Source: an optimization exercise on an open RTL-to-GDS flow (aim: small area). Production flows keep margins and buffers that such runs may drop. For this run, only the layout was checked, not whether the RTL still works. Power and IR drop assume default switching activity.

==> design.v <==
package gauss_pkg;
  typedef logic [8-1:0] pixel_t;
  typedef logic signed [18-1:0] coeff_t;
  typedef logic signed [8+18-1:0] product_t;
  typedef logic signed [48-1:0] sum_t;
endpackage
`timescale 1ns/100ps
module gauss_filter_top
(
  input  logic   clk,
  input  logic   rst,
  input  gauss_pkg::pixel_t pa,
  input  gauss_pkg::pixel_t pb,
  input  gauss_pkg::pixel_t pc,
  input  gauss_pkg::pixel_t pd,
  input  gauss_pkg::pixel_t pe,
  output gauss_pkg::pixel_t p_out
);
  logic rst_d;                              
  logic s0;
  logic c1;
  logic s2;
  logic c3;
  logic s4;
  logic c5;
  logic s6;
  logic c7;
  logic s8;
  logic c9;
  logic s10;
  logic c11;
  logic s12;
  logic c13;
  logic s14;
  logic c15;
  logic s16;
  logic c17;
  logic s18;
  logic c19;
  logic s20;
  logic c21;
  logic s22;
  logic c23;
  logic s24;
  logic c25;
  logic s26;
  logic c27;
  logic s28;
  logic c29;
  logic s30;
  logic c31;
  logic s32;
  logic c33;
  logic s34;
  logic c35;
  logic s36;
  logic c37;
  logic s38;
  logic c39;
  logic s40;
  logic c41;
  logic s42;
  logic c43;
  logic s44;
  logic c45;
  logic s46;
  logic c47;
  logic s48;
  logic c49;
  logic s50;
  logic c51;
  logic o52;
  logic o53;
  logic s54;
  logic c55;
  logic s56;
  logic c57;
  logic s58;
  logic c59;
  logic s60;
  logic c61;
  logic s62;
  logic c63;
  logic s64;
  logic c65;
  logic s66;
  logic c67;
  logic s68;
  logic c69;
  logic s70;
  logic c71;
  logic s72;
  logic c73;
  logic s74;
  logic c75;
  logic s76;
  logic c77;
  logic s78;
  logic c79;
  logic [12:0] xv0;
  logic [12:0] xv0_d;
  logic xv0_c9;
  logic s80;
  logic c81;
  logic s82;
  logic c83;
  logic s84;
  logic c85;
  logic s86;
  logic c87;
  logic s88;
  logic c89;
  logic s90;
  logic c91;
  logic s92;
  logic c93;
  logic s94;
  logic c95;
  logic [8:0] xb;
  logic [8:0] xb_d;
  logic [7:0] xc;
  logic [7:0] xc_d;
  logic [12:0] r1;
  logic [12:0] r1_d;
  logic r1_c9;
  logic s96;
  logic c97;
  logic s98;
  logic c99;
  logic s100;
  logic c101;
  logic s102;
  logic c103;
  logic s104;
  logic c105;
  logic s106;
  logic c107;
  logic s108;
  logic c109;
  logic s110;
  logic c111;
  logic s112;
  logic c113;
  logic s114;
  logic c115;
  logic s116;
  logic c117;
  logic s118;
  logic c119;
  logic s120;
  logic c121;
  logic s122;
  logic c123;
  logic s124;
  logic c125;
  logic s126;
  logic c127;
  logic s128;
  logic c129;
  logic s130;
  logic c131;
  logic s132;
  logic c133;
  logic s134;
  logic c135;
  logic s136;
  logic c137;
  logic s138;
  logic c139;
  logic s140;
  logic c141;
  logic s142;
  logic c143;
  logic [14:0] r2p;
  logic [14:0] r2p_d;
  logic r2p_c12;
  logic s144;
  logic c145;
  logic s146;
  logic c147;
  logic s148;
  logic c149;
  logic s150;
  logic c151;
  logic s152;
  logic c153;
  logic s154;
  logic c155;
  logic s156;
  logic c157;
  logic s158;
  logic c159;
  logic s160;
  logic c161;
  logic s162;
  logic c163;
  logic s164;
  logic c165;
  logic s166;
  logic c167;
  logic s168;
  logic c169;
  logic s170;
  logic c171;
  logic s172;
  logic c173;
  logic s174;
  logic c175;
  logic s176;
  logic c177;
  logic [10:0] r2q;
  logic [10:0] r2q_d;
  logic s178;
  logic c179;
  logic s180;
  logic c181;
  logic s182;
  logic c183;
  logic s184;
  logic c185;
  logic s186;
  logic c187;
  logic s188;
  logic c189;
  logic s190;
  logic c191;
  logic s192;
  logic c193;
  logic s194;
  logic c195;
  logic s196;
  logic c197;
  logic s198;
  logic c199;
  logic s200;
  logic c201;
  logic s202;
  logic c203;
  logic s204;
  logic c205;
  logic s206;
  logic c207;
  logic s208;
  logic c209;
  logic s210;
  logic c211;
  logic s212;
  logic c213;
  logic s214;
  logic c215;
  logic s216;
  logic c217;
  logic s218;
  logic c219;
  logic s220;
  logic c221;
  logic s222;
  logic c223;
  logic s224;
  logic c225;
  logic s226;
  logic c227;
  logic s228;
  logic c229;
  logic s230;
  logic c231;
  logic s232;
  logic c233;
  logic s234;
  logic c235;
  logic s236;
  logic c237;
  logic s238;
  logic c239;
  logic s240;
  logic c241;
  logic s242;
  logic c243;
  logic o244;
  logic o245;
  logic s246;
  logic c247;
  logic o248;
  logic o249;
  logic s250;
  logic c251;
  logic s252;
  logic c253;
  logic s254;
  logic c255;
  logic s256;
  logic c257;
  logic s258;
  logic c259;
  logic s260;
  logic c261;
  logic s262;
  logic c263;
  logic s264;
  logic c265;
  logic s266;
  logic c267;
  logic s268;
  logic c269;
  logic s270;
  logic c271;
  logic s272;
  logic c273;
  logic s274;
  logic c275;
  logic o276;
  logic o277;
  logic [15:0] r3p;
  logic [15:0] r3p_d;
  logic r3p_c12;
  logic s278;
  logic c279;
  logic s280;
  logic c281;
  logic s282;
  logic c283;
  logic s284;
  logic c285;
  logic s286;
  logic c287;
  logic s288;
  logic c289;
  logic s290;
  logic c291;
  logic s292;
  logic c293;
  logic s294;
  logic c295;
  logic s296;
  logic c297;
  logic s298;
  logic c299;
  logic s300;
  logic c301;
  logic s302;
  logic c303;
  logic o304;
  logic o305;
  logic s306;
  logic c307;
  logic o308;
  logic o309;
  logic s310;
  logic c311;
  logic o312;
  logic o313;
  logic s314;
  logic c315;
  logic s316;
  logic c317;
  logic s318;
  logic c319;
  logic s320;
  logic c321;
  logic s322;
  logic c323;
  logic s324;
  logic c325;
  logic s326;
  logic c327;
  logic s328;
  logic c329;
  logic s330;
  logic c331;
  logic s332;
  logic c333;
  logic s334;
  logic c335;
  logic s336;
  logic c337;
  logic o338;
  logic o339;
  logic [11:0] r3q;
  logic [11:0] r3q_d;
  logic s340;
  logic c341;
  logic s342;
  logic c343;
  logic s344;
  logic c345;
  logic s346;
  logic c347;
  logic s348;
  logic c349;
  logic s350;
  logic c351;
  logic s352;
  logic c353;
  logic s354;
  logic c355;
  logic s356;
  logic c357;
  logic s358;
  logic c359;
  logic s360;
  logic c361;
  logic s362;
  logic c363;
  logic s364;
  logic c365;
  logic o366;
  logic o367;
  logic s368;
  logic c369;
  logic s370;
  logic c371;
  logic s372;
  logic c373;
  logic s374;
  logic c375;
  logic s376;
  logic c377;
  logic s378;
  logic c379;
  logic s380;
  logic c381;
  logic s382;
  logic c383;
  logic s384;
  logic c385;
  logic s386;
  logic c387;
  logic s388;
  logic c389;
  logic s390;
  logic c391;
  logic [16:0] r4p;
  logic [16:0] r4p_d;
  logic r4p_c13;
  logic o392;
  logic o393;
  logic o394;
  logic o395;
  logic s396;
  logic c397;
  logic s398;
  logic c399;
  logic s400;
  logic c401;
  logic s402;
  logic c403;
  logic s404;
  logic c405;
  logic s406;
  logic c407;
  logic s408;
  logic c409;
  logic s410;
  logic c411;
  logic s412;
  logic c413;
  logic s414;
  logic c415;
  logic s416;
  logic c417;
  logic s418;
  logic c419;
  logic s420;
  logic c421;
  logic s422;
  logic c423;
  logic s424;
  logic c425;
  logic s426;
  logic c427;
  logic s428;
  logic c429;
  logic s430;
  logic c431;
  logic s432;
  logic c433;
  logic s434;
  logic c435;
  logic n436;
  logic [7:0] r4q;
  logic [7:0] r4q_d;
  logic r4q_c6;
  logic s437;
  logic c438;
  logic o439;
  logic o440;
  logic s441;
  logic c442;
  logic s443;
  logic c444;
  logic s445;
  logic c446;
  logic s447;
  logic c448;
  logic s449;
  logic c450;
  logic o451;
  logic o452;
  logic s453;
  logic c454;
  logic s455;
  logic c456;
  logic s457;
  logic c458;
  logic s459;
  logic c460;
  logic s461;
  logic c462;
  logic s463;
  logic c464;
  logic s465;
  logic c466;
  logic s467;
  logic c468;
  logic s469;
  logic c470;
  logic o471;
  logic o472;
  logic s473;
  logic c474;
  logic s475;
  logic c476;
  logic s477;
  logic c478;
  logic s479;
  logic c480;
  logic s481;
  logic c482;
  logic s483;
  logic c484;
  logic s485;
  logic c486;
  logic s487;
  logic c488;
  logic s489;
  logic c490;
  logic o491;
  logic o492;
  logic s493;
  logic c494;
  logic s495;
  logic c496;
  logic s497;
  logic c498;
  logic s499;
  logic c500;
  logic s501;
  logic c502;
  logic o503;
  logic o504;
  logic s505;
  logic c506;
  logic s507;
  logic c508;
  logic s509;
  logic c510;
  logic s511;
  logic c512;
  logic s513;
  logic c514;
  logic s515;
  logic c516;
  logic s517;
  logic c518;
  logic s519;
  logic c520;
  logic s521;
  logic c522;
  logic s523;
  logic c524;
  logic s525;
  logic c526;
  logic s527;
  logic c528;
  logic o529;
  logic o530;
  logic x531;
  logic s532;
  logic c533;
  logic x534;
  logic s535;
  logic c536;
  logic s537;
  logic c538;
  logic x539;
  logic s540;
  logic c541;
  logic x542;
  logic s543;
  logic c544;
  logic x545;
  logic s546;
  logic c547;
  logic x548;
  logic s549;
  logic c550;
  logic s551;
  logic c552;
  logic s553;
  logic c554;
  logic s555;
  logic c556;
  logic s557;
  logic c558;
  logic s559;
  logic c560;
  logic s561;
  logic c562;
  logic s563;
  logic c564;
  logic s565;
  logic c566;
  logic s567;
  logic c568;
  logic [7:0] f1;
  logic [7:0] f1_d;
  logic f1_c0;
  logic ci569;
  logic s570;
  logic c571;
  logic s572;
  logic c573;
  logic s574;
  logic c575;
  logic s576;
  logic c577;
  logic s578;
  logic c579;
  logic s580;
  logic c581;
  logic s582;
  logic c583;
  logic s584;
  logic c585;
  logic [7:0] res;
  gauss_fa u_s0 (.a(pa[0]), .b(pe[0]), .ci(~pc[0]), .s(s0), .co(c1));
  gauss_fa u_s2 (.a(pa[1]), .b(pe[1]), .ci(~pc[1]), .s(s2), .co(c3));
  gauss_fa u_s4 (.a(pa[2]), .b(pe[2]), .ci(pb[0]), .s(s4), .co(c5));
  gauss_fa u_s6 (.a(pd[0]), .b(~pc[2]), .ci(c3), .s(s6), .co(c7));
  gauss_fa u_s8 (.a(pa[3]), .b(pe[3]), .ci(pb[1]), .s(s8), .co(c9));
  gauss_fa u_s10 (.a(pd[1]), .b(pc[0]), .ci(~pc[3]), .s(s10), .co(c11));
  gauss_fa u_s12 (.a(c5), .b(s8), .ci(s10), .s(s12), .co(c13));
  gauss_fa u_s14 (.a(pa[4]), .b(pe[4]), .ci(pb[2]), .s(s14), .co(c15));
  gauss_fa u_s16 (.a(pd[2]), .b(pc[1]), .ci(~pc[4]), .s(s16), .co(c17));
  gauss_fa u_s18 (.a(c9), .b(c11), .ci(s14), .s(s18), .co(c19));
  gauss_fa u_s20 (.a(s16), .b(s18), .ci(c13), .s(s20), .co(c21));
  gauss_fa u_s22 (.a(pa[5]), .b(pe[5]), .ci(pb[3]), .s(s22), .co(c23));
  gauss_fa u_s24 (.a(pd[3]), .b(pc[2]), .ci(~pc[5]), .s(s24), .co(c25));
  gauss_fa u_s26 (.a(c15), .b(c17), .ci(s22), .s(s26), .co(c27));
  gauss_fa u_s28 (.a(s24), .b(c19), .ci(s26), .s(s28), .co(c29));
  gauss_fa u_s30 (.a(pa[6]), .b(pe[6]), .ci(pb[4]), .s(s30), .co(c31));
  gauss_fa u_s32 (.a(pd[4]), .b(pc[3]), .ci(~pc[6]), .s(s32), .co(c33));
  gauss_fa u_s34 (.a(c23), .b(c25), .ci(s30), .s(s34), .co(c35));
  gauss_fa u_s36 (.a(s32), .b(c27), .ci(s34), .s(s36), .co(c37));
  gauss_fa u_s38 (.a(pa[7]), .b(pe[7]), .ci(pb[5]), .s(s38), .co(c39));
  gauss_fa u_s40 (.a(pd[5]), .b(pc[4]), .ci(~pc[7]), .s(s40), .co(c41));
  gauss_fa u_s42 (.a(c31), .b(c33), .ci(s38), .s(s42), .co(c43));
  gauss_fa u_s44 (.a(s40), .b(c35), .ci(s42), .s(s44), .co(c45));
  gauss_fa u_s46 (.a(pb[6]), .b(pd[6]), .ci(pc[5]), .s(s46), .co(c47));
  gauss_fa u_s48 (.a(c39), .b(c41), .ci(s46), .s(s48), .co(c49));
  gauss_fa u_s50 (.a(c43), .b(s48), .ci(c45), .s(s50), .co(c51));
  gauss_xnor u_o52 (.a(pb[7]), .b(pd[7]), .o(o52));
  gauss_or u_o53 (.a(pb[7]), .b(pd[7]), .o(o53));
  gauss_fa u_s54 (.a(pc[6]), .b(o52), .ci(c47), .s(s54), .co(c55));
  gauss_fa u_s56 (.a(c49), .b(s54), .ci(c51), .s(s56), .co(c57));
  gauss_fa u_s58 (.a(pc[7]), .b(o53), .ci(c55), .s(s58), .co(c59));
  gauss_ha u_s60 (.a(c1), .b(s2), .s(s60), .co(c61));
  gauss_fa u_s62 (.a(s4), .b(s6), .ci(c61), .s(s62), .co(c63));
  gauss_fa u_s64 (.a(c7), .b(s12), .ci(c63), .s(s64), .co(c65));
  gauss_ha u_s66 (.a(s20), .b(c65), .s(s66), .co(c67));
  gauss_fa u_s68 (.a(c21), .b(s28), .ci(c67), .s(s68), .co(c69));
  gauss_fa u_s70 (.a(c29), .b(s36), .ci(c69), .s(s70), .co(c71));
  gauss_fa u_s72 (.a(c37), .b(s44), .ci(c71), .s(s72), .co(c73));
  gauss_ha u_s74 (.a(s50), .b(c73), .s(s74), .co(c75));
  gauss_ha u_s76 (.a(c57), .b(s58), .s(s76), .co(c77));
  gauss_ha u_s78 (.a(c59), .b(c77), .s(s78), .co(c79));
  assign xv0_d[0] = s0;
  assign xv0_d[1] = s60;
  assign xv0_d[2] = s62;
  assign xv0_d[3] = s64;
  assign xv0_d[4] = s66;
  assign xv0_d[5] = s68;
  assign xv0_d[6] = s70;
  assign xv0_d[7] = s72;
  assign xv0_d[8] = s74;
  assign xv0_d[9] = s56;
  assign xv0_d[10] = s76;
  assign xv0_d[11] = s78;
  assign xv0_d[12] = c79;
  gauss_ha u_s80 (.a(pb[0]), .b(pd[0]), .s(s80), .co(c81));
  gauss_fa u_s82 (.a(pb[1]), .b(pd[1]), .ci(c81), .s(s82), .co(c83));
  gauss_fa u_s84 (.a(pb[2]), .b(pd[2]), .ci(c83), .s(s84), .co(c85));
  gauss_fa u_s86 (.a(pb[3]), .b(pd[3]), .ci(c85), .s(s86), .co(c87));
  gauss_fa u_s88 (.a(pb[4]), .b(pd[4]), .ci(c87), .s(s88), .co(c89));
  gauss_fa u_s90 (.a(pb[5]), .b(pd[5]), .ci(c89), .s(s90), .co(c91));
  gauss_fa u_s92 (.a(pb[6]), .b(pd[6]), .ci(c91), .s(s92), .co(c93));
  gauss_fa u_s94 (.a(pb[7]), .b(pd[7]), .ci(c93), .s(s94), .co(c95));
  assign xb_d[0] = s80;
  assign xb_d[1] = s82;
  assign xb_d[2] = s84;
  assign xb_d[3] = s86;
  assign xb_d[4] = s88;
  assign xb_d[5] = s90;
  assign xb_d[6] = s92;
  assign xb_d[7] = s94;
  assign xb_d[8] = c95;
  assign xc_d[0] = pc[0];
  assign xc_d[1] = pc[1];
  assign xc_d[2] = pc[2];
  assign xc_d[3] = pc[3];
  assign xc_d[4] = pc[4];
  assign xc_d[5] = pc[5];
  assign xc_d[6] = pc[6];
  assign xc_d[7] = pc[7];
  assign r1_d[0] = xv0[0];
  assign r1_d[1] = xv0[1];
  assign r1_d[2] = xv0[2];
  assign r1_d[3] = xv0[3];
  assign r1_d[4] = xv0[4];
  assign r1_d[5] = xv0[5];
  assign r1_d[6] = xv0[6];
  assign r1_d[7] = xv0[7];
  assign r1_d[8] = xv0[8];
  assign r1_d[9] = xv0[9];
  assign r1_d[10] = xv0[10];
  assign r1_d[11] = xv0[11];
  assign r1_d[12] = xv0[12];
  gauss_fa u_s96 (.a(r1[2]), .b(xv0[0]), .ci(~xc[1]), .s(s96), .co(c97));
  gauss_fa u_s98 (.a(r1[3]), .b(xv0[1]), .ci(~xc[2]), .s(s98), .co(c99));
  gauss_fa u_s100 (.a(r1[4]), .b(xv0[2]), .ci(~xc[3]), .s(s100), .co(c101));
  gauss_fa u_s102 (.a(r1[5]), .b(xv0[3]), .ci(~xc[4]), .s(s102), .co(c103));
  gauss_fa u_s104 (.a(r1[6]), .b(xv0[4]), .ci(~xc[5]), .s(s104), .co(c105));
  gauss_fa u_s106 (.a(r1[7]), .b(xv0[5]), .ci(~xc[6]), .s(s106), .co(c107));
  gauss_fa u_s108 (.a(r1[8]), .b(xv0[6]), .ci(~xc[7]), .s(s108), .co(c109));
  gauss_fa u_s110 (.a(r1[9]), .b(r1_c9), .ci(xv0[7]), .s(s110), .co(c111));
  gauss_fa u_s112 (.a(r1[10]), .b(xv0[8]), .ci(c111), .s(s112), .co(c113));
  gauss_fa u_s114 (.a(r1[11]), .b(xv0[9]), .ci(xv0_c9), .s(s114), .co(c115));
  gauss_fa u_s116 (.a(r1[12]), .b(xv0[10]), .ci(c115), .s(s116), .co(c117));
  gauss_ha u_s118 (.a(r1[1]), .b(~xc[0]), .s(s118), .co(c119));
  gauss_ha u_s120 (.a(s96), .b(c119), .s(s120), .co(c121));
  gauss_fa u_s122 (.a(c97), .b(s98), .ci(c121), .s(s122), .co(c123));
  gauss_fa u_s124 (.a(c99), .b(s100), .ci(c123), .s(s124), .co(c125));
  gauss_fa u_s126 (.a(c101), .b(s102), .ci(c125), .s(s126), .co(c127));
  gauss_fa u_s128 (.a(c103), .b(s104), .ci(c127), .s(s128), .co(c129));
  gauss_fa u_s130 (.a(c105), .b(s106), .ci(c129), .s(s130), .co(c131));
  gauss_fa u_s132 (.a(c107), .b(s108), .ci(c131), .s(s132), .co(c133));
  gauss_fa u_s134 (.a(c109), .b(s110), .ci(c133), .s(s134), .co(c135));
  gauss_ha u_s136 (.a(s112), .b(c135), .s(s136), .co(c137));
  gauss_fa u_s138 (.a(c113), .b(s114), .ci(c137), .s(s138), .co(c139));
  gauss_ha u_s140 (.a(xv0[11]), .b(c117), .s(s140), .co(c141));
  assign s142 = xv0[12] ^ c141;
  assign r2p_d[0] = r1[0];
  assign r2p_d[1] = s118;
  assign r2p_d[2] = s120;
  assign r2p_d[3] = s122;
  assign r2p_d[4] = s124;
  assign r2p_d[5] = s126;
  assign r2p_d[6] = s128;
  assign r2p_d[7] = s130;
  assign r2p_d[8] = s132;
  assign r2p_d[9] = s134;
  assign r2p_d[10] = s136;
  assign r2p_d[11] = s138;
  assign r2p_d[12] = s116;
  assign r2p_d[13] = s140;
  assign r2p_d[14] = s142;
  gauss_fa u_s144 (.a(xb[2]), .b(xc[0]), .ci(~xc[2]), .s(s144), .co(c145));
  gauss_fa u_s146 (.a(xb[3]), .b(xc[1]), .ci(~xc[3]), .s(s146), .co(c147));
  gauss_fa u_s148 (.a(xb[4]), .b(xc[2]), .ci(~xc[4]), .s(s148), .co(c149));
  gauss_fa u_s150 (.a(xb[5]), .b(xc[3]), .ci(~xc[5]), .s(s150), .co(c151));
  gauss_fa u_s152 (.a(xb[6]), .b(xc[4]), .ci(~xc[6]), .s(s152), .co(c153));
  gauss_fa u_s154 (.a(xb[7]), .b(xc[5]), .ci(~xc[7]), .s(s154), .co(c155));
  gauss_fa u_s156 (.a(xb[8]), .b(xc[6]), .ci(c155), .s(s156), .co(c157));
  gauss_ha u_s158 (.a(xb[0]), .b(~xc[0]), .s(s158), .co(c159));
  gauss_fa u_s160 (.a(xb[1]), .b(~xc[1]), .ci(c159), .s(s160), .co(c161));
  gauss_ha u_s162 (.a(s144), .b(c161), .s(s162), .co(c163));
  gauss_fa u_s164 (.a(c145), .b(s146), .ci(c163), .s(s164), .co(c165));
  gauss_fa u_s166 (.a(c147), .b(s148), .ci(c165), .s(s166), .co(c167));
  gauss_fa u_s168 (.a(c149), .b(s150), .ci(c167), .s(s168), .co(c169));
  gauss_fa u_s170 (.a(c151), .b(s152), .ci(c169), .s(s170), .co(c171));
  gauss_fa u_s172 (.a(c153), .b(s154), .ci(c171), .s(s172), .co(c173));
  gauss_ha u_s174 (.a(s156), .b(c173), .s(s174), .co(c175));
  gauss_fa u_s176 (.a(xc[7]), .b(c157), .ci(c175), .s(s176), .co(c177));
  assign r2q_d[0] = s158;
  assign r2q_d[1] = s160;
  assign r2q_d[2] = s162;
  assign r2q_d[3] = s164;
  assign r2q_d[4] = s166;
  assign r2q_d[5] = s168;
  assign r2q_d[6] = s170;
  assign r2q_d[7] = s172;
  assign r2q_d[8] = s174;
  assign r2q_d[9] = s176;
  assign r2q_d[10] = c177;
  gauss_fa u_s178 (.a(r2p[1]), .b(~xv0[1]), .ci(~xb[0]), .s(s178), .co(c179));
  gauss_fa u_s180 (.a(r2p[2]), .b(~xv0[2]), .ci(~xb[1]), .s(s180), .co(c181));
  gauss_fa u_s182 (.a(r2p[3]), .b(xv0[0]), .ci(~xv0[3]), .s(s182), .co(c183));
  gauss_fa u_s184 (.a(~xb[2]), .b(~xc[0]), .ci(c181), .s(s184), .co(c185));
  gauss_fa u_s186 (.a(r2p[4]), .b(xv0[1]), .ci(~xv0[4]), .s(s186), .co(c187));
  gauss_fa u_s188 (.a(~xb[3]), .b(~xc[1]), .ci(c183), .s(s188), .co(c189));
  gauss_fa u_s190 (.a(s186), .b(c185), .ci(s188), .s(s190), .co(c191));
  gauss_fa u_s192 (.a(r2p[5]), .b(xv0[2]), .ci(~xv0[5]), .s(s192), .co(c193));
  gauss_fa u_s194 (.a(~xb[4]), .b(~xc[2]), .ci(c187), .s(s194), .co(c195));
  gauss_fa u_s196 (.a(s192), .b(c189), .ci(s194), .s(s196), .co(c197));
  gauss_fa u_s198 (.a(r2p[6]), .b(xv0[3]), .ci(~xv0[6]), .s(s198), .co(c199));
  gauss_fa u_s200 (.a(~xb[5]), .b(~xc[3]), .ci(c193), .s(s200), .co(c201));
  gauss_fa u_s202 (.a(s198), .b(c195), .ci(s200), .s(s202), .co(c203));
  gauss_fa u_s204 (.a(r2p[7]), .b(xv0[4]), .ci(~xv0[7]), .s(s204), .co(c205));
  gauss_fa u_s206 (.a(~xb[6]), .b(~xc[4]), .ci(c199), .s(s206), .co(c207));
  gauss_fa u_s208 (.a(s204), .b(c201), .ci(s206), .s(s208), .co(c209));
  gauss_fa u_s210 (.a(r2p[8]), .b(xv0[5]), .ci(~xv0[8]), .s(s210), .co(c211));
  gauss_fa u_s212 (.a(~xb[7]), .b(~xc[5]), .ci(c205), .s(s212), .co(c213));
  gauss_fa u_s214 (.a(s210), .b(c207), .ci(s212), .s(s214), .co(c215));
  gauss_fa u_s216 (.a(r2p[9]), .b(xv0[6]), .ci(~xv0[9]), .s(s216), .co(c217));
  gauss_fa u_s218 (.a(~xv0_c9), .b(~xb[8]), .ci(~xc[6]), .s(s218), .co(c219));
  gauss_fa u_s220 (.a(c211), .b(s216), .ci(s218), .s(s220), .co(c221));
  gauss_fa u_s222 (.a(c213), .b(s220), .ci(c215), .s(s222), .co(c223));
  gauss_fa u_s224 (.a(r2p[10]), .b(xv0[7]), .ci(~xv0[10]), .s(s224), .co(c225));
  gauss_fa u_s226 (.a(~xc[7]), .b(c217), .ci(c219), .s(s226), .co(c227));
  gauss_fa u_s228 (.a(s224), .b(c221), .ci(s226), .s(s228), .co(c229));
  gauss_fa u_s230 (.a(r2p[11]), .b(xv0[8]), .ci(~xv0[11]), .s(s230), .co(c231));
  gauss_fa u_s232 (.a(c225), .b(s230), .ci(c227), .s(s232), .co(c233));
  gauss_fa u_s234 (.a(r2p[12]), .b(r2p_c12), .ci(xv0[9]), .s(s234), .co(c235));
  gauss_fa u_s236 (.a(xv0_c9), .b(~xv0[12]), .ci(c231), .s(s236), .co(c237));
  gauss_fa u_s238 (.a(s234), .b(s236), .ci(c233), .s(s238), .co(c239));
  gauss_fa u_s240 (.a(r2p[13]), .b(xv0[10]), .ci(c235), .s(s240), .co(c241));
  gauss_fa u_s242 (.a(c237), .b(s240), .ci(c239), .s(s242), .co(c243));
  gauss_xnor u_o244 (.a(r2p[14]), .b(xv0[11]), .o(o244));
  gauss_or u_o245 (.a(r2p[14]), .b(xv0[11]), .o(o245));
  gauss_fa u_s246 (.a(o244), .b(c241), .ci(c243), .s(s246), .co(c247));
  gauss_xnor u_o248 (.a(xv0[12]), .b(o245), .o(o248));
  gauss_or u_o249 (.a(xv0[12]), .b(o245), .o(o249));
  gauss_ha u_s250 (.a(r2p[0]), .b(~xv0[0]), .s(s250), .co(c251));
  gauss_ha u_s252 (.a(s178), .b(c251), .s(s252), .co(c253));
  gauss_fa u_s254 (.a(c179), .b(s180), .ci(c253), .s(s254), .co(c255));
  gauss_fa u_s256 (.a(s182), .b(s184), .ci(c255), .s(s256), .co(c257));
  gauss_ha u_s258 (.a(s190), .b(c257), .s(s258), .co(c259));
  gauss_fa u_s260 (.a(c191), .b(s196), .ci(c259), .s(s260), .co(c261));
  gauss_fa u_s262 (.a(c197), .b(s202), .ci(c261), .s(s262), .co(c263));
  gauss_fa u_s264 (.a(c203), .b(s208), .ci(c263), .s(s264), .co(c265));
  gauss_fa u_s266 (.a(c209), .b(s214), .ci(c265), .s(s266), .co(c267));
  gauss_ha u_s268 (.a(s222), .b(c267), .s(s268), .co(c269));
  gauss_fa u_s270 (.a(c223), .b(s228), .ci(c269), .s(s270), .co(c271));
  gauss_fa u_s272 (.a(c229), .b(s232), .ci(c271), .s(s272), .co(c273));
  gauss_ha u_s274 (.a(c247), .b(o248), .s(s274), .co(c275));
  assign r3p_d[0] = s250;
  assign r3p_d[1] = s252;
  assign r3p_d[2] = s254;
  assign r3p_d[3] = s256;
  assign r3p_d[4] = s258;
  assign r3p_d[5] = s260;
  assign r3p_d[6] = s262;
  assign r3p_d[7] = s264;
  assign r3p_d[8] = s266;
  assign r3p_d[9] = s268;
  assign r3p_d[10] = s270;
  assign r3p_d[11] = s272;
  assign r3p_d[12] = s238;
  assign r3p_d[13] = s242;
  assign r3p_d[14] = s246;
  assign r3p_d[15] = s274;
  gauss_fa u_s278 (.a(r2q[2]), .b(xb[0]), .ci(xc[0]), .s(s278), .co(c279));
  gauss_fa u_s280 (.a(r2q[3]), .b(xb[1]), .ci(xc[1]), .s(s280), .co(c281));
  gauss_fa u_s282 (.a(~xb[3]), .b(c279), .ci(s280), .s(s282), .co(c283));
  gauss_fa u_s284 (.a(r2q[4]), .b(xb[2]), .ci(xc[2]), .s(s284), .co(c285));
  gauss_fa u_s286 (.a(~xb[4]), .b(c281), .ci(s284), .s(s286), .co(c287));
  gauss_fa u_s288 (.a(r2q[5]), .b(xb[3]), .ci(xc[3]), .s(s288), .co(c289));
  gauss_fa u_s290 (.a(~xb[5]), .b(c285), .ci(s288), .s(s290), .co(c291));
  gauss_fa u_s292 (.a(r2q[6]), .b(xb[4]), .ci(xc[4]), .s(s292), .co(c293));
  gauss_fa u_s294 (.a(~xb[6]), .b(c289), .ci(s292), .s(s294), .co(c295));
  gauss_fa u_s296 (.a(r2q[7]), .b(xb[5]), .ci(xc[5]), .s(s296), .co(c297));
  gauss_fa u_s298 (.a(~xb[7]), .b(c293), .ci(s296), .s(s298), .co(c299));
  gauss_fa u_s300 (.a(r2q[8]), .b(xb[6]), .ci(xc[6]), .s(s300), .co(c301));
  gauss_fa u_s302 (.a(~xb[8]), .b(c297), .ci(s300), .s(s302), .co(c303));
  gauss_xnor u_o304 (.a(r2q[9]), .b(xb[7]), .o(o304));
  gauss_or u_o305 (.a(r2q[9]), .b(xb[7]), .o(o305));
  gauss_fa u_s306 (.a(xc[7]), .b(o304), .ci(c301), .s(s306), .co(c307));
  gauss_xnor u_o308 (.a(r2q[10]), .b(xb[8]), .o(o308));
  gauss_or u_o309 (.a(r2q[10]), .b(xb[8]), .o(o309));
  gauss_fa u_s310 (.a(o308), .b(o305), .ci(c307), .s(s310), .co(c311));
  gauss_xnor u_o312 (.a(o309), .b(c311), .o(o312));
  gauss_or u_o313 (.a(o309), .b(c311), .o(o313));
  gauss_ha u_s314 (.a(r2q[0]), .b(~xb[0]), .s(s314), .co(c315));
  gauss_fa u_s316 (.a(r2q[1]), .b(~xb[1]), .ci(c315), .s(s316), .co(c317));
  gauss_fa u_s318 (.a(~xb[2]), .b(s278), .ci(c317), .s(s318), .co(c319));
  gauss_ha u_s320 (.a(s282), .b(c319), .s(s320), .co(c321));
  gauss_fa u_s322 (.a(c283), .b(s286), .ci(c321), .s(s322), .co(c323));
  gauss_fa u_s324 (.a(c287), .b(s290), .ci(c323), .s(s324), .co(c325));
  gauss_fa u_s326 (.a(c291), .b(s294), .ci(c325), .s(s326), .co(c327));
  gauss_fa u_s328 (.a(c295), .b(s298), .ci(c327), .s(s328), .co(c329));
  gauss_fa u_s330 (.a(c299), .b(s302), .ci(c329), .s(s330), .co(c331));
  gauss_fa u_s332 (.a(c303), .b(s306), .ci(c331), .s(s332), .co(c333));
  gauss_ha u_s334 (.a(s310), .b(c333), .s(s334), .co(c335));
  gauss_ha u_s336 (.a(o312), .b(c335), .s(s336), .co(c337));
  assign r3q_d[0] = s314;
  assign r3q_d[1] = s316;
  assign r3q_d[2] = s318;
  assign r3q_d[3] = s320;
  assign r3q_d[4] = s322;
  assign r3q_d[5] = s324;
  assign r3q_d[6] = s326;
  assign r3q_d[7] = s328;
  assign r3q_d[8] = s330;
  assign r3q_d[9] = s332;
  assign r3q_d[10] = s334;
  assign r3q_d[11] = s336;
  gauss_fa u_s340 (.a(r3p[2]), .b(xv0[0]), .ci(~xc[1]), .s(s340), .co(c341));
  gauss_fa u_s342 (.a(r3p[3]), .b(xv0[1]), .ci(~xc[2]), .s(s342), .co(c343));
  gauss_fa u_s344 (.a(r3p[4]), .b(xv0[2]), .ci(~xc[3]), .s(s344), .co(c345));
  gauss_fa u_s346 (.a(r3p[5]), .b(xv0[3]), .ci(~xc[4]), .s(s346), .co(c347));
  gauss_fa u_s348 (.a(r3p[6]), .b(xv0[4]), .ci(~xc[5]), .s(s348), .co(c349));
  gauss_fa u_s350 (.a(r3p[7]), .b(xv0[5]), .ci(~xc[6]), .s(s350), .co(c351));
  gauss_fa u_s352 (.a(r3p[8]), .b(xv0[6]), .ci(~xc[7]), .s(s352), .co(c353));
  gauss_fa u_s354 (.a(r3p[9]), .b(xv0[7]), .ci(c353), .s(s354), .co(c355));
  gauss_fa u_s356 (.a(r3p[10]), .b(xv0[8]), .ci(c355), .s(s356), .co(c357));
  gauss_fa u_s358 (.a(r3p[11]), .b(xv0[9]), .ci(xv0_c9), .s(s358), .co(c359));
  gauss_fa u_s360 (.a(r3p[12]), .b(r3p_c12), .ci(xv0[10]), .s(s360), .co(c361));
  gauss_fa u_s362 (.a(r3p[13]), .b(xv0[11]), .ci(c361), .s(s362), .co(c363));
  gauss_fa u_s364 (.a(r3p[14]), .b(xv0[12]), .ci(c363), .s(s364), .co(c365));
  gauss_xnor u_o366 (.a(r3p[15]), .b(c365), .o(o366));
  gauss_or u_o367 (.a(r3p[15]), .b(c365), .o(o367));
  gauss_ha u_s368 (.a(r3p[1]), .b(~xc[0]), .s(s368), .co(c369));
  gauss_ha u_s370 (.a(s340), .b(c369), .s(s370), .co(c371));
  gauss_fa u_s372 (.a(c341), .b(s342), .ci(c371), .s(s372), .co(c373));
  gauss_fa u_s374 (.a(c343), .b(s344), .ci(c373), .s(s374), .co(c375));
  gauss_fa u_s376 (.a(c345), .b(s346), .ci(c375), .s(s376), .co(c377));
  gauss_fa u_s378 (.a(c347), .b(s348), .ci(c377), .s(s378), .co(c379));
  gauss_fa u_s380 (.a(c349), .b(s350), .ci(c379), .s(s380), .co(c381));
  gauss_fa u_s382 (.a(c351), .b(s352), .ci(c381), .s(s382), .co(c383));
  gauss_ha u_s384 (.a(s354), .b(c383), .s(s384), .co(c385));
  gauss_ha u_s386 (.a(s356), .b(c385), .s(s386), .co(c387));
  gauss_fa u_s388 (.a(c357), .b(s358), .ci(c387), .s(s388), .co(c389));
  gauss_fa u_s390 (.a(c359), .b(s360), .ci(c389), .s(s390), .co(c391));
  assign r4p_d[0] = r3p[0];
  assign r4p_d[1] = s368;
  assign r4p_d[2] = s370;
  assign r4p_d[3] = s372;
  assign r4p_d[4] = s374;
  assign r4p_d[5] = s376;
  assign r4p_d[6] = s378;
  assign r4p_d[7] = s380;
  assign r4p_d[8] = s382;
  assign r4p_d[9] = s384;
  assign r4p_d[10] = s386;
  assign r4p_d[11] = s388;
  assign r4p_d[12] = s390;
  assign r4p_d[13] = s362;
  assign r4p_d[14] = s364;
  assign r4p_d[15] = o366;
  assign r4p_d[16] = o367;
  gauss_xnor u_o392 (.a(r3q[0]), .b(xb[0]), .o(o392));
  gauss_or u_o393 (.a(r3q[0]), .b(xb[0]), .o(o393));
  gauss_xnor u_o394 (.a(r3q[1]), .b(xb[1]), .o(o394));
  gauss_or u_o395 (.a(r3q[1]), .b(xb[1]), .o(o395));
  gauss_fa u_s396 (.a(~xc[1]), .b(o394), .ci(o393), .s(s396), .co(c397));
  gauss_fa u_s398 (.a(r3q[2]), .b(o395), .ci(s144), .s(s398), .co(c399));
  gauss_fa u_s400 (.a(r3q[3]), .b(c145), .ci(s146), .s(s400), .co(c401));
  gauss_fa u_s402 (.a(r3q[4]), .b(c147), .ci(s148), .s(s402), .co(c403));
  gauss_fa u_s404 (.a(r3q[5]), .b(c149), .ci(s150), .s(s404), .co(c405));
  gauss_fa u_s406 (.a(r3q[6]), .b(c151), .ci(s152), .s(s406), .co(c407));
  gauss_fa u_s408 (.a(r3q[7]), .b(c153), .ci(s154), .s(s408), .co(c409));
  gauss_fa u_s410 (.a(r3q[8]), .b(s156), .ci(c409), .s(s410), .co(c411));
  gauss_fa u_s412 (.a(r3q[9]), .b(xc[7]), .ci(c157), .s(s412), .co(c413));
  assign c415 = ~xc[0] & o392;
  assign c417 = s396 & c415;
  gauss_maj u_s418 (.a(c397), .b(s398), .ci(c417), .o(c419));
  gauss_maj u_s420 (.a(c399), .b(s400), .ci(c419), .o(c421));
  gauss_maj u_s422 (.a(c401), .b(s402), .ci(c421), .o(c423));
  gauss_fa u_s424 (.a(c403), .b(s404), .ci(c423), .s(s424), .co(c425));
  gauss_fa u_s426 (.a(c405), .b(s406), .ci(c425), .s(s426), .co(c427));
  gauss_fa u_s428 (.a(c407), .b(s408), .ci(c427), .s(s428), .co(c429));
  gauss_ha u_s430 (.a(s410), .b(c429), .s(s430), .co(c431));
  gauss_fa u_s432 (.a(c411), .b(s412), .ci(c431), .s(s432), .co(c433));
  gauss_fa u_s434 (.a(r3q[10]), .b(c413), .ci(c433), .s(s434), .co(c435));
  assign n436 = ~r3q[11];
  assign r4q_d[0] = s424;
  assign r4q_d[1] = s426;
  assign r4q_d[2] = s428;
  assign r4q_d[3] = s430;
  assign r4q_d[4] = s432;
  assign r4q_d[5] = s434;
  assign r4q_d[6] = n436;
  assign r4q_d[7] = r3q[11];
  gauss_maj u_s437 (.a(r4q[0]), .b(~r4p[0]), .ci(~xv0[0]), .o(c438));
  gauss_xnor u_o439 (.a(r4q[1]), .b(~r4p[1]), .o(o439));
  gauss_or u_o440 (.a(r4q[1]), .b(~r4p[1]), .o(o440));
  gauss_maj u_s441 (.a(~xv0[1]), .b(o439), .ci(c438), .o(c442));
  gauss_fa u_s443 (.a(r4q[2]), .b(~r4p[2]), .ci(~xv0[2]), .s(s443), .co(c444));
  gauss_maj u_s445 (.a(o440), .b(s443), .ci(c442), .o(c446));
  gauss_fa u_s447 (.a(r4q[3]), .b(~r4p[3]), .ci(~xv0[3]), .s(s447), .co(c448));
  gauss_maj u_s449 (.a(c444), .b(s447), .ci(c446), .o(c450));
  gauss_xnor u_o451 (.a(r4p[0]), .b(xv0[0]), .o(o451));
  gauss_or u_o452 (.a(r4p[0]), .b(xv0[0]), .o(o452));
  gauss_fa u_s453 (.a(r4q[4]), .b(~r4p[4]), .ci(~xv0[4]), .s(s453), .co(c454));
  gauss_fa u_s455 (.a(o451), .b(c448), .ci(s453), .s(s455), .co(c456));
  gauss_fa u_s457 (.a(r4p[1]), .b(xv0[1]), .ci(r4q[5]), .s(s457), .co(c458));
  gauss_fa u_s459 (.a(~r4p[5]), .b(~xv0[5]), .ci(o452), .s(s459), .co(c460));
  gauss_fa u_s461 (.a(s457), .b(c454), .ci(s459), .s(s461), .co(c462));
  gauss_fa u_s463 (.a(r4p[2]), .b(xv0[2]), .ci(r4q[6]), .s(s463), .co(c464));
  gauss_fa u_s465 (.a(r4q_c6), .b(~r4p[6]), .ci(~xv0[6]), .s(s465), .co(c466));
  gauss_fa u_s467 (.a(c458), .b(s463), .ci(s465), .s(s467), .co(c468));
  gauss_fa u_s469 (.a(c460), .b(s467), .ci(c462), .s(s469), .co(c470));
  gauss_xnor u_o471 (.a(r4p[3]), .b(xv0[3]), .o(o471));
  gauss_or u_o472 (.a(r4p[3]), .b(xv0[3]), .o(o472));
  gauss_fa u_s473 (.a(r4q[7]), .b(~r4p[7]), .ci(~xv0[7]), .s(s473), .co(c474));
  gauss_fa u_s475 (.a(o471), .b(c464), .ci(c466), .s(s475), .co(c476));
  gauss_fa u_s477 (.a(s473), .b(c468), .ci(s475), .s(s477), .co(c478));
  gauss_fa u_s479 (.a(r4p[4]), .b(xv0[4]), .ci(~r4p[8]), .s(s479), .co(c480));
  gauss_fa u_s481 (.a(~xv0[8]), .b(o472), .ci(c474), .s(s481), .co(c482));
  gauss_fa u_s483 (.a(s479), .b(c476), .ci(s481), .s(s483), .co(c484));
  gauss_fa u_s485 (.a(r4p[5]), .b(xv0[5]), .ci(~r4p[9]), .s(s485), .co(c486));
  gauss_fa u_s487 (.a(~xv0[9]), .b(~xv0_c9), .ci(c480), .s(s487), .co(c488));
  gauss_fa u_s489 (.a(s485), .b(c482), .ci(s487), .s(s489), .co(c490));
  gauss_xnor u_o491 (.a(r4p[6]), .b(xv0[6]), .o(o491));
  gauss_or u_o492 (.a(r4p[6]), .b(xv0[6]), .o(o492));
  gauss_fa u_s493 (.a(~r4p[10]), .b(~xv0[10]), .ci(o491), .s(s493), .co(c494));
  gauss_fa u_s495 (.a(c486), .b(s493), .ci(c488), .s(s495), .co(c496));
  gauss_fa u_s497 (.a(r4p[7]), .b(xv0[7]), .ci(~r4p[11]), .s(s497), .co(c498));
  gauss_fa u_s499 (.a(~xv0[11]), .b(o492), .ci(s497), .s(s499), .co(c500));
  gauss_fa u_s501 (.a(c494), .b(s499), .ci(c496), .s(s501), .co(c502));
  gauss_xnor u_o503 (.a(r4p[8]), .b(xv0[8]), .o(o503));
  gauss_or u_o504 (.a(r4p[8]), .b(xv0[8]), .o(o504));
  gauss_fa u_s505 (.a(~r4p[12]), .b(~xv0[12]), .ci(o503), .s(s505), .co(c506));
  gauss_fa u_s507 (.a(c498), .b(s505), .ci(c500), .s(s507), .co(c508));
  gauss_fa u_s509 (.a(r4p[9]), .b(xv0[9]), .ci(xv0_c9), .s(s509), .co(c510));
  gauss_fa u_s511 (.a(~r4p[13]), .b(~r4p_c13), .ci(o504), .s(s511), .co(c512));
  gauss_fa u_s513 (.a(s509), .b(c506), .ci(s511), .s(s513), .co(c514));
  gauss_fa u_s515 (.a(r4p[10]), .b(xv0[10]), .ci(~r4p[14]), .s(s515), .co(c516));
  gauss_fa u_s517 (.a(c510), .b(s515), .ci(c512), .s(s517), .co(c518));
  gauss_fa u_s519 (.a(r4p[11]), .b(xv0[11]), .ci(~r4p[15]), .s(s519), .co(c520));
  gauss_fa u_s521 (.a(c516), .b(s519), .ci(c518), .s(s521), .co(c522));
  gauss_fa u_s523 (.a(r4p[12]), .b(xv0[12]), .ci(~r4p[16]), .s(s523), .co(c524));
  gauss_fa u_s525 (.a(c520), .b(s523), .ci(c522), .s(s525), .co(c526));
  gauss_fa u_s527 (.a(r4p[13]), .b(r4p_c13), .ci(c524), .s(s527), .co(c528));
  gauss_xnor u_o529 (.a(r4p[14]), .b(c528), .o(o529));
  gauss_or u_o530 (.a(r4p[14]), .b(c528), .o(o530));
  assign x531 = c450 ^ s455;
  assign c533 = c450 & s455;
  assign x534 = c456 ^ s461;
  gauss_maj u_s535 (.a(c456), .b(s461), .ci(c533), .o(c536));
  assign c538 = s469 & c536;
  assign x539 = c470 ^ s477;
  gauss_maj u_s540 (.a(c470), .b(s477), .ci(c538), .o(c541));
  assign x542 = c478 ^ s483;
  gauss_maj u_s543 (.a(c478), .b(s483), .ci(c541), .o(c544));
  assign x545 = c484 ^ s489;
  gauss_maj u_s546 (.a(c484), .b(s489), .ci(c544), .o(c547));
  assign x548 = c490 ^ s495;
  gauss_maj u_s549 (.a(c490), .b(s495), .ci(c547), .o(c550));
  assign c552 = s501 & c550;
  gauss_ha u_s553 (.a(c502), .b(s507), .s(s553), .co(c554));
  gauss_fa u_s555 (.a(c508), .b(s513), .ci(c554), .s(s555), .co(c556));
  gauss_fa u_s557 (.a(c514), .b(s517), .ci(c556), .s(s557), .co(c558));
  gauss_ha u_s559 (.a(s521), .b(c558), .s(s559), .co(c560));
  gauss_ha u_s561 (.a(s525), .b(c560), .s(s561), .co(c562));
  gauss_fa u_s563 (.a(c526), .b(s527), .ci(c562), .s(s563), .co(c564));
  gauss_ha u_s565 (.a(o529), .b(c564), .s(s565), .co(c566));
  gauss_fa u_s567 (.a(r4p[15]), .b(o530), .ci(c566), .s(s567), .co(c568));
  assign f1_d[0] = s553;
  assign f1_d[1] = s555;
  assign f1_d[2] = s557;
  assign f1_d[3] = s559;
  assign f1_d[4] = s561;
  assign f1_d[5] = s563;
  assign f1_d[6] = s565;
  assign f1_d[7] = s567;
  assign ci569 = f1_c0;
  gauss_ha u_s570 (.a(f1[0]), .b(ci569), .s(s570), .co(c571));
  gauss_ha u_s572 (.a(f1[1]), .b(c571), .s(s572), .co(c573));
  gauss_ha u_s574 (.a(f1[2]), .b(c573), .s(s574), .co(c575));
  gauss_ha u_s576 (.a(f1[3]), .b(c575), .s(s576), .co(c577));
  gauss_ha u_s578 (.a(f1[4]), .b(c577), .s(s578), .co(c579));
  gauss_ha u_s580 (.a(f1[5]), .b(c579), .s(s580), .co(c581));
  gauss_ha u_s582 (.a(f1[6]), .b(c581), .s(s582), .co(c583));
  assign s584 = f1[7] ^ c583;
  assign res[0] = s570;
  assign res[1] = s572;
  assign res[2] = s574;
  assign res[3] = s576;
  assign res[4] = s578;
  assign res[5] = s580;
  assign res[6] = s582;
  assign res[7] = s584;
  always_ff @(posedge clk) begin
    if (rst) begin
      xv0 <= 13'd767;
      xv0_c9 <= 1'd0;
      xb <= 9'd0;
      xc <= 8'd0;
      r3p <= 16'd5095;
      r3p_c12 <= 1'd0;
    end else begin
      xv0 <= xv0_d;
      xv0_c9 <= c75;
      xb <= xb_d;
      xc <= xc_d;
      r3p <= r3p_d;
      r3p_c12 <= c273;
    end
  end
  always_ff @(posedge clk) begin
    if (rst | rst_d) begin
      r2p <= 15'd4345;
      r2p_c12 <= 1'd0;
      r3q <= 12'd254;
    end else begin
      r2p <= r2p_d;
      r2p_c12 <= c139;
      r3q <= r3q_d;
    end
  end
  always_ff @(posedge clk) begin
    r1 <= r1_d;
    r1_c9 <= xv0_c9;
    r2q <= r2q_d;
    r4p <= r4p_d;
    r4p_c13 <= c391;
    r4q <= r4q_d;
    r4q_c6 <= c435;
    f1 <= f1_d;
    f1_c0 <= c552;
  end
  always_ff @(posedge clk) begin
    rst_d <= rst;
  end
  localparam int ODLY = 20;
  logic [7:0] dly [ODLY+1];
  always_ff @(posedge clk) begin
    dly[0] <= res;
    for (int i = 1; i <= ODLY; i++) begin
      dly[i] <= dly[i-1];
    end
  end
  logic [4:0] since_rst;
  always_ff @(posedge clk) begin
    if (rst) begin
      since_rst <= '0;
    end else if (since_rst != 5'd23) begin
      since_rst <= since_rst + 5'd1;
    end
  end
  assign p_out = (since_rst == 5'd23) ? dly[ODLY] : '0;
endmodule
module gauss_fa (input logic a, b, ci, output logic s, co);
  assign s  = a ^ b ^ ci;
  assign co = (a & b) | (a & ci) | (b & ci);
endmodule
module gauss_ha (input logic a, b, output logic s, co);
  assign s  = a ^ b;
  assign co = a & b;
endmodule
module gauss_maj (input logic a, b, ci, output logic o);
  assign o = (a & b) | (a & ci) | (b & ci);
endmodule
module gauss_xnor (input logic a, b, output logic o);
  assign o = ~(a ^ b);
endmodule
module gauss_or (input logic a, b, output logic o);
  assign o = a | b;
endmodule
==> flow/run.sh <==
#!/bin/bash
cp standard.sh standard_copy.txt
export BUFFER_PORTS_ARGS="-buffer_cell sky130_fd_sc_hd__buf_1"
export CTS_ARGS="-sink_clustering_enable -repair_clock_nets -dont_use_dummy_load -buf_list sky130_fd_sc_hd__clkbuf_8 -sink_clustering_size 16 -sink_clustering_max_diameter 60"
bash standard.sh finish > standard_flow.log 2>&1
==> standard.sh <==
#!/bin/bash
# synth_recipe.tcl (not shown) runs the flow's synth.tcl, then flattens the netlist and writes it again
# the make line also repeats each setting of config.mk as NAME=value (left out here)
make -C /OpenROAD-flow-scripts/flow DESIGN_CONFIG=/design/flow/config.mk WORK_HOME=/design/flow/orfs CLKGATE_MAP_FILE= SYNTH_SCRIPT=/design/flow/synth_recipe.tcl "${@:-finish}"
==> config.mk <==
export PLATFORM = sky130hd
export DESIGN_NAME = gauss_filter_top
export DESIGN_NICKNAME = gauss_filter_top
export VERILOG_FILES = /design/flow/design.v
export SDC_FILE = /design/flow/constraint.sdc
export NUM_CORES = 4
export LEC_CHECK = 0
export CAP_MARGIN = 20
export CORE_MARGIN = 2
export CORE_UTILIZATION = 70
export CTS_BUF_LIST = sky130_fd_sc_hd__clkbuf_8
export CTS_CLUSTER_DIAMETER = 60
export CTS_CLUSTER_SIZE = 16
export GPL_TIMING_DRIVEN = 0
export PLACE_DENSITY = 0.8
export SLEW_MARGIN = 20
export SYNTH_HIERARCHICAL = 1
==> constraint.sdc <==
create_clock -name core_clock -period 5.0 [get_ports {clk}]
set_input_delay 1.0000 -clock core_clock [delete_from_list [all_inputs] [get_ports {clk}]]
set_output_delay 1.0000 -clock core_clock [all_outputs]
set_load 0.01 [all_outputs]
==> run notes <==
[stage by stage]
| stage | setup TNS, ns | cell area (sq um) | utilization |
|---|---|---|---|
| 4_1_cts | 0 | 13100 | 0.761 |
| 5_1_grt | 0 | 13200 | 0.764 |
| 3_5_place_dp | -0.589 | 12800 | 0.740 |
| 3_3_place_gp | -0.401 | 12800 | 0.740 |
| 6_report | 0 | 13200 | 0.764 |
| 2_1_floorplan | 0 | 12300 | - |
[metal layers]
layer | wire length, um | part of all wire | global-route usage
met1 | 8040 | 0.44 | 0.306
met2 | 9120 | 0.50 | 0.387
met3 | 646 | 0.036 | 0.0374
met4 | 372 | 0.020 | 0.0521
met5 | 0 | 0 | 0
[cells in the mapped netlist]
| cell type | number | area share |
|---|---|---|
| nand3_1 | 2 | 0.00081 |
| ha_1 | 39 | 0.040 |
| maj3_2 | 12 | 0.011 |
| buf_6 | 1 | 0.00092 |
| nor3_1 | 2 | 0.00081 |
| clkbuf_2 | 1 | 0.00041 |
| xor2_2 | 1 | 0.0013 |
| and2_1 | 24 | 0.012 |
| o21bai_1 | 1 | 0.00061 |
| a31oi_1 | 1 | 0.00051 |
| nor2_1 | 12 | 0.0037 |
| or2_2 | 18 | 0.0092 |
| or2_1 | 13 | 0.0066 |
| xor2_1 | 3 | 0.0021 |
| dfxtp_1 | 311 | 0.51 |
| and3_1 | 1 | 0.00051 |
| inv_1 | 58 | 0.018 |
| buf_2 | 3 | 0.0012 |
| and4b_4 | 1 | 0.0011 |
| nand2b_1 | 1 | 0.00051 |
| xnor2_1 | 16 | 0.011 |
| or3_1 | 14 | 0.0071 |
| fa_1 | 215 | 0.35 |
| nor2b_1 | 22 | 0.011 |
| clkbuf_1 | 5 | 0.0015 |
| mux2i_1 | 1 | 0.00081 |
[sequential cells by signal, summed over array words and instances (netlist names), 11 cells and up]
| signal | count |
|---|---|
| r4p | 17 |
| xv0 | 13 |
| dly | 168 |
| r3p | 16 |
| r2p | 15 |
| r2q | 11 |
| r1 | 13 |
| r3q | 12 |
[modules after synthesis (local to each module, per instance)]
module / copies in the design / flops+latches / cell area [sq um] / cells inside
gauss_maj: 12 / 0 / 11.3 / 1
gauss_fa: 215 / 0 / 20.0 / 1
gauss_or: 13 / 0 / 6.26 / 1
gauss_filter_top: 1 / 311 / 7160 / 485
gauss_xnor: 15 / 0 / 8.76 / 1
gauss_ha: 38 / 0 / 12.5 / 1
[cell type report]
class | instances | area share
flip-flops and latches | 311 | 0.474
multi-input cells | 399 | 0.440
clock buffers | 23 | 0.0240
well taps | 225 | 0.0214
repair buffers | 58 | 0.0191
inverters | 58 | 0.0168
plain buffers | 10 | 0.00380
[logic make-up after synthesis]
group	share of synthesized area
xor+xnor	0.0149
simple gates	0.0538
buf+inv	0.0218
mux	0.000815
compound gates	0.00112
flops	0.507
fa+ha+maj	0.401
[power breakdown]
group / internal [W] / switching [W] / total, W
combinational: 0.00239 / 0.00216 / 0.00455
sequential: 0.00368 / 0.000495 / 0.00418
clock: 0.000414 / 0.000700 / 0.00111
total: 0.00649 / 0.00335 / 0.00984
[how the worst min path moves through the flow]
stage / slack, ns / start / cells after the start / endpoint
floorplan: 0.31 / dly[9][0] / 0 / dly[10][0]
global placement: 0.31 / dly[4][7] / 0 / dly[5][7]
detailed placement: 0.31 / dly[14][4] / 0 / dly[15][4]
CTS: 0.32 / dly[5][0] / 0 / dly[6][0]
global route: 0.32 / dly[5][0] / 0 / dly[6][0]
finish: 0.30 / dly[5][0] / 0 / dly[6][0]
[timing repair]
| item | CTS | global route |
|---|---|---|
| setup buffers | 3 | 6 |
| setup endpoints to repair | 4 | 6 |
| gates resized for setup | 13 | 8 |
==> run notes <==
Setup WS pre-CTS -0.286 ns; #FFs+latches synth 311; Worst Setup End Kind flip-flop; vias in the first global route 6586; I/O pins 50; outcome no timing/DRC/antenna violations; initial antenna violation count 0; Unique masters post-synth 26; Hold WS 0.305 ns; die area 0.0186 sq mm; largest net degree at the start of global routing 17; leak pwr 5.36 nW; Worst Setup EP r3p[11]; HPWL after DPL 14.5 mm; Pwr Total 0.00984 W; Power Density 747 mW/mm^2; number of filler cells placed in the layout 1014; Mapped Nets 1074; Die Ht 136 um; Vias/cell 5.05; CP delay by family, top adder cells; layout cells sized above 1 0.0978; Worst Skew 0.0489 ns; clk buf depth 3; core area 0.0172 sq mm; WP data arrival 5.25 ns; PortBufs 49; WL per Instance 16.8 um; RSZ-0062 raised after global routing no; fmax 0.206 GHz; Die Width 136 um; Worst Path Buf+Inv 1; GP Congestion 0.852; synthesized cell area 0.0123 sq mm; Worst-path clk slew 0.11 ns; reg2reg start xb[0]; # diodes 0; CTS tree done; Area growth syn-to-layout 7.21%; worst hold path class flip-flop to flip-flop; CTS H-Tree Depth 1; fin cells 1084; fin crit period 4.85 ns; CP Data Required Time 5.40 ns; CP Class flip-flop to flip-flop; Pre-Repair DR Iteration Count 4; CP max stage delay 0.45 ns; Avg Cell Area, Syn 15.8 sq um; Multi-input gate area 0.00580 sq mm; R2R Setup Slk 0.15 ns; startpoint types flip-flop; final hold violations 0; WL final 18.2 mm; maxcap violations 0; Starting Density 0.713; CP cell instances inv_2, fa_1, ha_1, fa_1, fa_1, ha_1, fa_1, fa_1, fa_2, fa_2, ha_1, fa_1, fa_1, nor2b_1; YS warnings 8; Antenna Nets Post-Route 0; final setup margin 0.151 ns; Inst Count DP 1052; CP max-delay cell fa_1; Finish-stage setup viols 0; Final Slew Violations 0; period utilization 0.970; Layout Nets 1157; Seq/Total Area, Yosys 0.507; Worst Tran Pin Value 0.730 ns; Crit Reg-Reg Endpoint r3p[11]; remaining global-route overflow 0; Stages on worst setup path 14; Mapped Cells 778; Critical Path Source xb[0]; clock latency (worst-skew pair) 0.55 ns; Sink Count 311; register area 0.00625 sq mm; DRC 0; first-pass GRT wire length 31.9 mm; most common cell after layout, fill and taps aside dfxtp_1; GRT Util Overall 0.225; vias 5477; Row Count 48; CP max FO 3; hold_buf cts 0; worst-case reg-to-reg path depth 14; most frequent cells in the layout dfxtp_1, fa_1, inv_1; clock root buffer clkbuf_8; Max-slew headroom 0.514; CTS Buf Count 23; CP most frequent cell fa_1; 1st-iter DRT viols 132; VDD IR max 0.500 mV

static timing again, ports no longer ideal:
The flow's constraints put no driver on any port. The routed layout listed below was extracted and timed again, unchanged, in two steps.
Step 1: set_driving_cell puts a clkbuf_16 on clk and a buf_2 on each other input, an assumption about the parent block.
Step 2 moves the port delays by t, midway between the first and last clock arrival at a register: inputs arrive t later, outputs are due t later. That takes back most of the time a late clock gives input paths.
Three values: ideal ports, drivers, drivers and shift; two values: the first two.
t (ns): 0.557
slack for setup (ns): 0.151 / 0.151 / 0.151
worst register clock-pin slew, ns: 0.11 / 0.11
After both steps setup and hold are still met in this run. The setup slack of this run moves by 0.000 ns with the drivers and by 0.000 ns with both steps.
